Background: an optimization exercise with open tools, aiming at small area, a short achievable clock period and few clock cycles. Do not read the settings as production practice. Only simulation tests tie the RTL to the original design; equivalence was not proved. Power figures rest on the tool's default switching activity, not on a simulated workload.

### design/flow/config.mk
export PLATFORM = sky130hd
export DESIGN_NAME = arc_odometry_integrator_core
export DESIGN_NICKNAME = arc_odometry_integrator_core
export VERILOG_FILES = /design/flow/design.v
export SDC_FILE = /design/flow/constraint.sdc
export NUM_CORES = 4
export LEC_CHECK = 0
export CAP_MARGIN = 20
export CORE_MARGIN = 2
export CORE_UTILIZATION = 40
export PLACE_DENSITY = 0.6
export SLEW_MARGIN = 20
### design/flow/constraint.sdc
create_clock -name core_clock -period 10.0 [get_ports {aclk}]
set_input_delay 2.0000 -clock core_clock [delete_from_list [all_inputs] [get_ports {aclk}]]
set_output_delay 2.0000 -clock core_clock [all_outputs]
set_load 0.01 [all_outputs]
### design/flow/design.v
package arcodo_pkg;
    typedef enum logic [5:0] {
        ST_IDLE = 6'b000001,
        ST_LOAD = 6'b000010,
        ST_MUL  = 6'b000100,
        ST_DIV  = 6'b001000,
        ST_WB   = 6'b010000,
        ST_UPD  = 6'b100000
    } state_t;
    typedef enum logic [3:0] {
        OP_SPEED,
        OP_DTH,
        OP_SIN,
        OP_VX,
        OP_VY,
        OP_DX,
        OP_DY,
        OP_W,
        OP_AX,
        OP_QX,
        OP_AY,
        OP_QY
    } op_t;
    localparam logic [31:0] QUARTER_TURN     = 32'h4000_0000;
    localparam logic [31:0] TURN_PER_RAD_Q16 = 32'd683565276;
    localparam logic [31:0] SIN_TOP_COEF     = 32'd172273;
    localparam logic [30:0] ONE_Q30          = 31'h4000_0000;
    localparam logic [31:0] HALF_HEADING     = 32'h0000_8000;
    localparam logic [2:0]  SIN_LAST_STEP    = 3'd5;
    localparam logic [5:0]  MUL_LAST         = 6'd31;
    localparam logic [5:0]  DIV_LAST         = 6'd63;
    function automatic logic [31:0] sin_coef(input logic [2:0] k);
        logic [31:0] c;
        case (k)
            3'd1:    c = 32'd5026995;
            3'd2:    c = 32'd85569306;
            3'd3:    c = 32'd693598670;
            3'd4:    c = 32'd1686629713;
            default: c = 32'd0;
        endcase
        sin_coef = c;
    endfunction
endpackage
module arc_odometry_integrator_core #(
    parameter int ANGLE_BITS = 16
) (
    input  logic               aclk,
    input  logic               aresetn,
    input  logic               cfg_valid,
    output logic               cfg_ready,
    input  logic [31:0]        cfg_data,
    input  logic               s_valid,
    output logic               s_ready,
    input  logic signed [15:0] s_pulse_count,
    input  logic signed [23:0] s_yaw_rate,
    input  logic [15:0]        s_elapsed_time,
    output logic               m_valid,
    input  logic               m_ready,
    output logic signed [31:0] m_pos_x,
    output logic signed [31:0] m_pos_y,
    output logic [15:0]        m_heading,
    output logic signed [31:0] m_vel_x,
    output logic signed [31:0] m_vel_y
);
    localparam logic [29:0] ANG_MASK = 30'(32'hFFFF_FFFF << (32 - ANGLE_BITS));
    localparam logic signed [63:0] DELTA_LIMIT = 64'sd1 << 40;
    arcodo_pkg::state_t      state_reg;
    arcodo_pkg::op_t         op_reg;
    logic [2:0]  ksub_reg;
    logic [1:0]  sidx_reg;
    logic [5:0]  cnt_reg;
    logic        m_valid_reg;
    logic [31:0]        spp_reg;
    logic signed [15:0] pulse_reg;
    logic signed [23:0] omega_reg;
    logic [15:0]        dt_reg;
    logic signed [31:0] posx_reg;
    logic signed [31:0] posy_reg;
    logic [15:0]        head_reg;
    logic [47:0]        vmag_reg;
    logic               vneg_reg;
    logic [31:0]        dth_reg;
    logic [30:0]        x2_reg;
    logic [31:0]        t_reg;
    logic signed [31:0] sin_reg [4];
    logic signed [47:0] vx_reg;
    logic signed [47:0] vy_reg;
    logic [60:0]        w_reg;
    logic [63:0]        num_reg;
    logic               numneg_reg;
    logic signed [63:0] dx_reg;
    logic signed [63:0] dy_reg;
    logic [63:0] ma_reg;
    logic [63:0] mhi_reg;
    logic [31:0] mlo_reg;
    logic [63:0] dn_reg;
    logic [23:0] drem_reg;
    logic [23:0] dd_reg;
    logic signed [31:0] outx_reg, outy_reg, outvx_reg, outvy_reg;
    logic [15:0]        outh_reg;
    function automatic logic signed [31:0] sat32(input logic signed [63:0] v);
        logic signed [31:0] r;
        if (v > 64'sd2147483647) begin
            r = 32'sh7FFF_FFFF;
        end else if (v < -64'sd2147483648) begin
            r = 32'sh8000_0000;
        end else begin
            r = v[31:0];
        end
        sat32 = r;
    endfunction
    function automatic logic signed [63:0] clamp_delta(input logic signed [63:0] d);
        logic signed [63:0] r;
        if (d > DELTA_LIMIT) begin
            r = DELTA_LIMIT;
        end else if (d < -DELTA_LIMIT) begin
            r = -DELTA_LIMIT;
        end else begin
            r = d;
        end
        clamp_delta = r;
    endfunction
    logic [15:0] pulse_mag;
    logic [23:0] omega_mag;
    logic [47:0] vx_mag, vy_mag;
    logic [31:0] c0_mag, s0_mag;
    logic signed [32:0] diffx, diffy;
    logic [31:0] diffx_mag, diffy_mag;
    assign pulse_mag = pulse_reg[15] ? 16'(-pulse_reg) : 16'(pulse_reg);
    assign omega_mag = omega_reg[23] ? 24'(-omega_reg) : 24'(omega_reg);
    assign vx_mag    = vx_reg[47] ? 48'(-vx_reg) : 48'(vx_reg);
    assign vy_mag    = vy_reg[47] ? 48'(-vy_reg) : 48'(vy_reg);
    assign s0_mag    = sin_reg[0][31] ? 32'(-sin_reg[0]) : 32'(sin_reg[0]);
    assign c0_mag    = sin_reg[1][31] ? 32'(-sin_reg[1]) : 32'(sin_reg[1]);
    assign diffx     = 33'(sin_reg[2]) - 33'(sin_reg[0]);
    assign diffy     = 33'(sin_reg[1]) - 33'(sin_reg[3]);
    assign diffx_mag = diffx[32] ? 32'(-diffx) : 32'(diffx);
    assign diffy_mag = diffy[32] ? 32'(-diffy) : 32'(diffy);
    logic [31:0] th0, th1, sin_ang;
    logic [29:0] xm;
    logic [30:0] x_val;
    assign th0 = {head_reg, 16'h0000};
    assign th1 = th0 + dth_reg;
    always_comb begin
        case (sidx_reg)
            2'd0:    sin_ang = th0;
            2'd1:    sin_ang = th0 + arcodo_pkg::QUARTER_TURN;
            2'd2:    sin_ang = th1;
            default: sin_ang = th1 + arcodo_pkg::QUARTER_TURN;
        endcase
    end
    assign xm    = sin_ang[29:0] & ANG_MASK;
    assign x_val = sin_ang[30] ? arcodo_pkg::ONE_Q30 - {1'b0, xm} : {1'b0, xm};
    logic [63:0] op_a;
    logic [31:0] op_b;
    always_comb begin
        op_a = 64'd0;
        op_b = 32'd0;
        unique case (op_reg)
            arcodo_pkg::OP_SPEED: begin
                op_a = 64'(spp_reg);
                op_b = 32'(pulse_mag);
            end
            arcodo_pkg::OP_DTH: begin
                op_a = 64'(omega_mag);
                op_b = 32'(dt_reg);
            end
            arcodo_pkg::OP_SIN: begin
                if (ksub_reg == 3'd0) begin
                    op_a = 64'(x_val);
                    op_b = 32'(x_val);
                end else if (ksub_reg == 3'd1) begin
                    op_a = 64'(x2_reg);
                    op_b = arcodo_pkg::SIN_TOP_COEF;
                end else if (ksub_reg == arcodo_pkg::SIN_LAST_STEP) begin
                    op_a = 64'(x_val);
                    op_b = t_reg;
                end else begin
                    op_a = 64'(x2_reg);
                    op_b = t_reg;
                end
            end
            arcodo_pkg::OP_VX: begin
                op_a = 64'(vmag_reg);
                op_b = c0_mag;
            end
            arcodo_pkg::OP_VY: begin
                op_a = 64'(vmag_reg);
                op_b = s0_mag;
            end
            arcodo_pkg::OP_DX: begin
                op_a = 64'(vx_mag);
                op_b = 32'(dt_reg);
            end
            arcodo_pkg::OP_DY: begin
                op_a = 64'(vy_mag);
                op_b = 32'(dt_reg);
            end
            arcodo_pkg::OP_W: begin
                op_a = 64'(vmag_reg);
                op_b = arcodo_pkg::TURN_PER_RAD_Q16;
            end
            arcodo_pkg::OP_AX: begin
                op_a = 64'(w_reg);
                op_b = diffx_mag;
            end
            arcodo_pkg::OP_AY: begin
                op_a = 64'(w_reg);
                op_b = diffy_mag;
            end
            default: begin
                op_a = 64'd0;
                op_b = 32'd0;
            end
        endcase
    end
    logic [95:0] prod;
    logic [64:0] msum;
    logic [24:0] dshift;
    logic        dge;
    logic [31:0] sin_r;
    logic [31:0] sin_clamped;
    logic [47:0] vel_mag;
    logic [46:0] dstr_mag;
    logic        is_div;
    logic        is_last_op;
    assign prod   = {mhi_reg, mlo_reg};
    assign msum   = {1'b0, mhi_reg} + (mlo_reg[0] ? {1'b0, ma_reg} : 65'd0);
    assign dshift = {drem_reg, dn_reg[63]};
    assign dge    = dshift >= {1'b0, dd_reg};
    assign sin_r  = prod[61:30];
    assign sin_clamped = (sin_r > 32'(arcodo_pkg::ONE_Q30)) ? 32'(arcodo_pkg::ONE_Q30) : sin_r;
    assign vel_mag  = {1'b0, prod[76:30]};
    assign dstr_mag = prod[62:16];
    assign is_div   = (op_reg == arcodo_pkg::OP_QX) || (op_reg == arcodo_pkg::OP_QY);
    assign is_last_op = (op_reg == arcodo_pkg::OP_DY) || (op_reg == arcodo_pkg::OP_QY);
    logic signed [63:0] newx, newy;
    logic [31:0]        head_sum;
    assign newx     = 64'(posx_reg) + clamp_delta(dx_reg);
    assign newy     = 64'(posy_reg) + clamp_delta(dy_reg);
    assign head_sum = th0 + dth_reg + arcodo_pkg::HALF_HEADING;
    always_ff @(posedge aclk) begin
        if (!aresetn) begin
            state_reg   <= arcodo_pkg::ST_IDLE;
            op_reg      <= arcodo_pkg::OP_SPEED;
            ksub_reg    <= 3'd0;
            sidx_reg    <= 2'd0;
            cnt_reg     <= 6'd0;
            m_valid_reg <= 1'b0;
        end else begin
            if (state_reg == arcodo_pkg::ST_UPD && (!m_valid_reg || m_ready)) begin
                m_valid_reg <= 1'b1;
            end else if (m_valid_reg && m_ready) begin
                m_valid_reg <= 1'b0;
            end
            unique case (state_reg)
                arcodo_pkg::ST_IDLE: begin
                    if (s_valid) begin
                        state_reg <= arcodo_pkg::ST_LOAD;
                        op_reg    <= arcodo_pkg::OP_SPEED;
                        ksub_reg  <= 3'd0;
                        sidx_reg  <= 2'd0;
                    end
                end
                arcodo_pkg::ST_LOAD: begin
                    cnt_reg   <= 6'd0;
                    state_reg <= is_div ? arcodo_pkg::ST_DIV : arcodo_pkg::ST_MUL;
                end
                arcodo_pkg::ST_MUL: begin
                    cnt_reg <= cnt_reg + 6'd1;
                    if (cnt_reg == arcodo_pkg::MUL_LAST) begin
                        state_reg <= arcodo_pkg::ST_WB;
                    end
                end
                arcodo_pkg::ST_DIV: begin
                    cnt_reg <= cnt_reg + 6'd1;
                    if (cnt_reg == arcodo_pkg::DIV_LAST) begin
                        state_reg <= arcodo_pkg::ST_WB;
                    end
                end
                arcodo_pkg::ST_WB: begin
                    state_reg <= is_last_op ? arcodo_pkg::ST_UPD : arcodo_pkg::ST_LOAD;
                    unique case (op_reg)
                        arcodo_pkg::OP_SPEED: op_reg <= arcodo_pkg::OP_DTH;
                        arcodo_pkg::OP_DTH:   op_reg <= arcodo_pkg::OP_SIN;
                        arcodo_pkg::OP_SIN: begin
                            if (ksub_reg != arcodo_pkg::SIN_LAST_STEP) begin
                                ksub_reg <= ksub_reg + 3'd1;
                            end else begin
                                ksub_reg <= 3'd0;
                                if (sidx_reg == 2'd3) begin
                                    op_reg <= arcodo_pkg::OP_VX;
                                end else begin
                                    sidx_reg <= sidx_reg + 2'd1;
                                end
                            end
                        end
                        arcodo_pkg::OP_VX: op_reg <= arcodo_pkg::OP_VY;
                        arcodo_pkg::OP_VY: op_reg <= (omega_reg == 24'sd0) ? arcodo_pkg::OP_DX : arcodo_pkg::OP_W;
                        arcodo_pkg::OP_DX: op_reg <= arcodo_pkg::OP_DY;
                        arcodo_pkg::OP_W:  op_reg <= arcodo_pkg::OP_AX;
                        arcodo_pkg::OP_AX: op_reg <= arcodo_pkg::OP_QX;
                        arcodo_pkg::OP_QX: op_reg <= arcodo_pkg::OP_AY;
                        arcodo_pkg::OP_AY: op_reg <= arcodo_pkg::OP_QY;
                        default: ;
                    endcase
                end
                arcodo_pkg::ST_UPD: begin
                    if (!m_valid_reg || m_ready) begin
                        state_reg <= arcodo_pkg::ST_IDLE;
                    end
                end
                default: state_reg <= arcodo_pkg::ST_IDLE;
            endcase
        end
    end
    always_ff @(posedge aclk) begin
        if (!aresetn) begin
            spp_reg  <= 32'd0;
            posx_reg <= 32'sd0;
            posy_reg <= 32'sd0;
            head_reg <= 16'd0;
        end else begin
            if (cfg_valid) begin
                spp_reg <= cfg_data;
            end
            if (state_reg == arcodo_pkg::ST_UPD && (!m_valid_reg || m_ready)) begin
                posx_reg <= sat32(newx);
                posy_reg <= sat32(newy);
                head_reg <= head_sum[31:16];
            end
        end
    end
    always_ff @(posedge aclk) begin
        if (state_reg == arcodo_pkg::ST_IDLE && s_valid) begin
            pulse_reg <= s_pulse_count;
            omega_reg <= s_yaw_rate;
            dt_reg    <= s_elapsed_time;
        end
        if (state_reg == arcodo_pkg::ST_LOAD) begin
            ma_reg   <= op_a;
            mhi_reg  <= 64'd0;
            mlo_reg  <= op_b;
            dn_reg   <= num_reg;
            drem_reg <= 24'd0;
            dd_reg   <= omega_mag;
        end
        if (state_reg == arcodo_pkg::ST_MUL) begin
            mhi_reg <= msum[64:1];
            mlo_reg <= {msum[0], mlo_reg[31:1]};
        end
        if (state_reg == arcodo_pkg::ST_DIV) begin
            drem_reg <= dge ? 24'(dshift - {1'b0, dd_reg}) : dshift[23:0];
            dn_reg   <= {dn_reg[62:0], dge};
        end
        if (state_reg == arcodo_pkg::ST_WB) begin
            unique case (op_reg)
                arcodo_pkg::OP_SPEED: begin
                    vmag_reg <= prod[47:0];
                    vneg_reg <= pulse_reg[15];
                end
                arcodo_pkg::OP_DTH: dth_reg <= omega_reg[23] ? 32'(-prod[31:0]) : prod[31:0];
                arcodo_pkg::OP_SIN: begin
                    if (ksub_reg == 3'd0) begin
                        x2_reg <= prod[60:30];
                    end else if (ksub_reg == arcodo_pkg::SIN_LAST_STEP) begin
                        sin_reg[sidx_reg] <= sin_ang[31] ? 32'(-sin_clamped) : sin_clamped;
                    end else begin
                        t_reg <= arcodo_pkg::sin_coef(ksub_reg) - prod[61:30];
                    end
                end
                arcodo_pkg::OP_VX: vx_reg <= (vneg_reg ^ sin_reg[1][31]) ? 48'(-vel_mag) : vel_mag;
                arcodo_pkg::OP_VY: vy_reg <= (vneg_reg ^ sin_reg[0][31]) ? 48'(-vel_mag) : vel_mag;
                arcodo_pkg::OP_DX: dx_reg <= vx_reg[47] ? -(64'(dstr_mag)) : 64'(dstr_mag);
                arcodo_pkg::OP_DY: dy_reg <= vy_reg[47] ? -(64'(dstr_mag)) : 64'(dstr_mag);
                arcodo_pkg::OP_W:  w_reg  <= prod[76:16];
                arcodo_pkg::OP_AX: begin
                    num_reg    <= {2'b00, prod[91:30]};
                    numneg_reg <= vneg_reg ^ diffx[32];
                end
                arcodo_pkg::OP_AY: begin
                    num_reg    <= {2'b00, prod[91:30]};
                    numneg_reg <= vneg_reg ^ diffy[32];
                end
                arcodo_pkg::OP_QX: dx_reg <= (numneg_reg ^ omega_reg[23]) ? -dn_reg : dn_reg;
                arcodo_pkg::OP_QY: dy_reg <= (numneg_reg ^ omega_reg[23]) ? -dn_reg : dn_reg;
                default: ;
            endcase
        end
        if (state_reg == arcodo_pkg::ST_UPD && (!m_valid_reg || m_ready)) begin
            outx_reg  <= sat32(newx);
            outy_reg  <= sat32(newy);
            outh_reg  <= head_sum[31:16];
            outvx_reg <= sat32(64'(vx_reg));
            outvy_reg <= sat32(64'(vy_reg));
        end
    end
    assign cfg_ready = 1'b1;
    assign s_ready   = (state_reg == arcodo_pkg::ST_IDLE);
    assign m_valid   = m_valid_reg;
    assign m_pos_x   = outx_reg;
    assign m_pos_y   = outy_reg;
    assign m_heading = outh_reg;
    assign m_vel_x   = outvx_reg;
    assign m_vel_y   = outvy_reg;
endmodule
### design/flow/run.sh
#!/bin/bash
# synth_recipe.tcl (not shown) runs the flow's synth.tcl, then flattens the netlist and writes it again
# the make line also repeats each setting of config.mk as NAME=value (left out here)
make -C /OpenROAD-flow-scripts/flow DESIGN_CONFIG=/design/flow/config.mk WORK_HOME=/design/flow/orfs CLKGATE_MAP_FILE= SYNTH_SCRIPT=/design/flow/synth_recipe.tcl finish
==> qor.yml <==
status: "finished clean"
fin_crit_sh_pct: 84.49
grt_pass1_wl_mm: 419.9
cts_resized: 0
syn_inst: 8106
grt_pass1_vias: 61720
slowest_stage: "nor4_1"
r2r_cells: 22
drv_cap: 0
io_pins: 240
drc: 0
hold_end: "num_reg[52]"
postRouteAntennaNets: 0
switchingPower_mw: 3.256
synth.largest_area_cell: "edfxtp_1"
p_leak_nw: 32.34
synth-edff-count: 1074
seqPwrFrac_pct: 47.0
critPathKind: "reg -> reg"
critical-path-max-stage-delay_ns: 0.74
rsz0062_at_grt: "false"
switching_share_pct: 26.33
drt_iter0_drc: 7748
yosysTopAreaCellShare_pct: 41.62
root_buffer: "clkbuf_16"
r2r-start: "dx_reg[1]"
setup_viol: 0
track_usage_pct: 28.61
finalPower_mw: 12.37
die_h_um: 444.2
cp-end-kind: "register"
place_area_um2: 82960
fmax_mhz: 118.4
path_cells: "nor4_1 -> nand4_1 -> o31ai_1 -> a41oi_2 -> nor2_1 -> buf_4 -> and2_1 -> ha_1 -> nand4_1 -> or4_1 -> or4_1 -> a211oi_1 -> nor3_1 -> xnor2_1 -> a2111o_1 -> or4_1 -> nor4_1 -> o2111a_1 -> nand4_1 -> nor2_4 -> buf_4 -> o211ai_1"
synthTopCellsByArea: "edfxtp_1, xnor2_1, ha_1"
ys_ff_latch: 1208
synth-main-ff-cell: "edfxtp_1"
cts_buffer_depth: 3
tightest_slew_ns: 1.328
pwr_density_cell_nw_per_um2: 141.1
grt_start_max_net_pins: 91
cp.arrival_ns: 9.10
nNetsFinal: 8661
wl_per_cell_um: 26.89
area_growth_pct: 13.06
grt.overflow.total: 0
viasPerCell: 6.069
irDropWorstVdd_mv: 0.1323
crit_family: "simple AND/OR/NAND/NOR gates"
dp.final_hpwl_mm: 222.4
hold_depth: 0
stdcell_area_um2: 87620
start_util_pct: 40.24
maxSlewHeadroom_pct: 11.49
final_cell_mix: "edfxtp_1, nand2_1, nor2_1, o21ai_0, a21oi_1"
postCtsSetupRepairBufs: 0
synthArstFlopShare_pct: 0
synth_cell_types: 95
cts_sinks: 1208
fin_setup_tns_ns: 0
std_cell_rows: 161
insertion_delay_ns: 0.82
largest_reg_flops: 128
synth_warnings: 1
cp-start-kind: "register"
synth_nets: 8547
syn_avg_cell_area_um2: 9.560
r2r_slack_ns: 1.55
final_common_cell: "edfxtp_1"
fin_crit_ns: 8.449
crit_path_max_fanout: 40
port-buffer-count: 238
core-area_um2: 192600
internal_power_mw: 9.110
finClkSkew_ns: 0.04152
hp-class: "reg -> reg"
comb_power_share_pct: 10.7
crit_buf_inv: 2
drive_above_1_share_pct: 6.179
clkTransAtPathRegs_ns: 0.06
die_w_um: 444.2
min-delay-start: "mhi_reg[50]"
routed_wl_mm: 292.2
synthesis.area_um2: 77500
worstPathRequired_ns: 10.66
htree_levels: 4
numCtsBuffers: 139
fin_util_pct: 45.50
routabilityCongestion: 0.9792
first_pass_iters: 10
p_clk_share_pct: 42.3
die-area_um2: 197300
tritoncts: "built"
r2r_end: "posx_reg[1]"
ys_seq_area_share_pct: 45.08
cts-hold-fix-buffers: 0
dr_total_vias: 65960
hold_viol_final: 0
antenna_found_initial: 20
drv_slew: 0
cells by family after synthesis:
logic type                 Yosys count  share of synthesized area [%]
and+or+nand+nor                   2775                          17.33
AOI/OAI and AO/OA                 2185                          18.24
DFF                               1208                          45.08
xor gates and xnor gates           815                          9.211
buffers and inverters              692                          3.378
adders and majority gates          348                          5.696
muxes                               82                          1.061
other                                1                       0.004839
routing by layer:
layer  routed length [um]  GRT usage [%]
met1               120400          37.68
met3                23530          4.896
met5                   49              0
met4                16890          14.73
met2               131300          45.21
how the worst max path moves through the flow:
stage | slack (ns) | endpoint | cells past startpoint | start
2_1_floorplan | 2.76 | outh_reg[0] | 5 | m_ready
3_3_place_gp | 1.18 | posx_reg[1] | 22 | dx_reg[1]
3_5_place_dp | 1.04 | posx_reg[1] | 22 | dx_reg[1]
4_1_cts | 1.01 | posx_reg[1] | 22 | dx_reg[1]
5_1_grt | 0.92 | outx_reg[13] | 23 | dx_reg[1]
6_report | 1.55 | posx_reg[1] | 22 | dx_reg[1]
final cells by class:
class | instances | area, um2
repair buffers | 388 | 3498
clock inverters | 90 | 920.9
fillers | 18360 | 105000
clock buffers | 166 | 3704
well taps | 2526 | 3161
multi-input cells | 6206 | 40340
diodes | 6 | 15.01
flip-flops and latches | 1208 | 34930
inverters | 277 | 1049
cell usage after synthesis, types with 15 or more instances:
library cell / count
or2_2: 50
clkbuf_1: 372
o41ai_1: 43
nand2b_1: 65
a211oi_1: 43
o21bai_1: 48
xnor2_1: 518
nand3b_1: 21
nor2b_1: 93
or3_1: 109
a21o_1: 174
o31a_1: 16
buf_1: 29
nand2_1: 866
dfxtp_1: 134
a21oi_1: 552
nor4_1: 86
a222oi_1: 54
o21a_1: 75
o211ai_1: 51
ha_1: 340
inv_1: 265
o221ai_1: 15
or4_1: 47
and2_1: 182
mux2i_1: 81
a31oi_1: 81
o2111ai_1: 16
a21boi_0: 22
nand3_1: 153
edfxtp_1: 1074
and3_1: 51
nand4_1: 109
nor3b_1: 32
a22oi_1: 30
o21ai_0: 589
o31ai_1: 95
xor2_1: 297
and4_1: 18
o211a_1: 37
nor2_1: 685
a221oi_1: 40
a221o_1: 40
o22ai_1: 33
nor3_1: 156
power groups by stage:
stage,Sequential (mW),Clock (mW),Combinational (mW)
CTS,5.80,5.32,1.30
detailed placement,5.91,0,1.29
global placement,5.91,0,1.28
global route,5.82,5.49,1.40
floorplan,5.86,0,0.801
finish,5.81,5.23,1.33
worst reg2reg max path, cell delays in order, from the launching register on:
cell and delay (ns):
edfxtp_1 0.39, nor4_1 0.74, nand4_1 0.18, o31ai_1 0.42, a41oi_2 0.54, nor2_1 0.25, buf_4 0.34, and2_1 0.19
ha_1 0.31, nand4_1 0.24, or4_1 0.68, or4_1 0.45, a211oi_1 0.47, nor3_1 0.16, xnor2_1 0.23, a2111o_1 0.41
or4_1 0.41, nor4_1 0.36, o2111a_1 0.27, nand4_1 0.29, nor2_4 0.63, buf_4 0.25, o211ai_1 0.09
per-stage QoR:
| stage | hold slack, ns | cells | worst slack [ns] |
|---|---|---|---|
| floorplan | 0.4334 | 8106 | 2.756 |
| global placement | 0.4522 | 10600 | 1.181 |
| detailed placement | 0.4570 | 10610 | 1.043 |
| CTS | 0.4693 | 10860 | 1.010 |
| global route | 0.4847 | 10860 | 0.9183 |
| finish | 0.4680 | 10870 | 1.551 |
Testbench counts, summed over its fixed seeds: cycles 435,292.

==> static timing again, ports no longer ideal <==
In the flow no input, the clock included, has a driving cell. The finished layout below was timed again as built, in two steps.
Step 1: set_driving_cell puts a clkbuf_16 on aclk and a buf_2 on each other input, an assumption about the parent block.
Step 2 times the ports against the registers' clock, not the clock port: input delays grow and output delays shrink by t, the midpoint of the rising clock arrivals with the driver on.
a / b / c = ideal / step 1 / step 2; a / b = the first two.
shift t [ns]: 0.893
setup WS [ns]: 1.551 / 1.551 / 1.551
latest minus earliest clock arrival (ns): 0.045 / 0.045
After both steps setup and hold are still met in this run. The setup slack of this run moves by 0.000 ns with the drivers and by 0.000 ns with both steps.
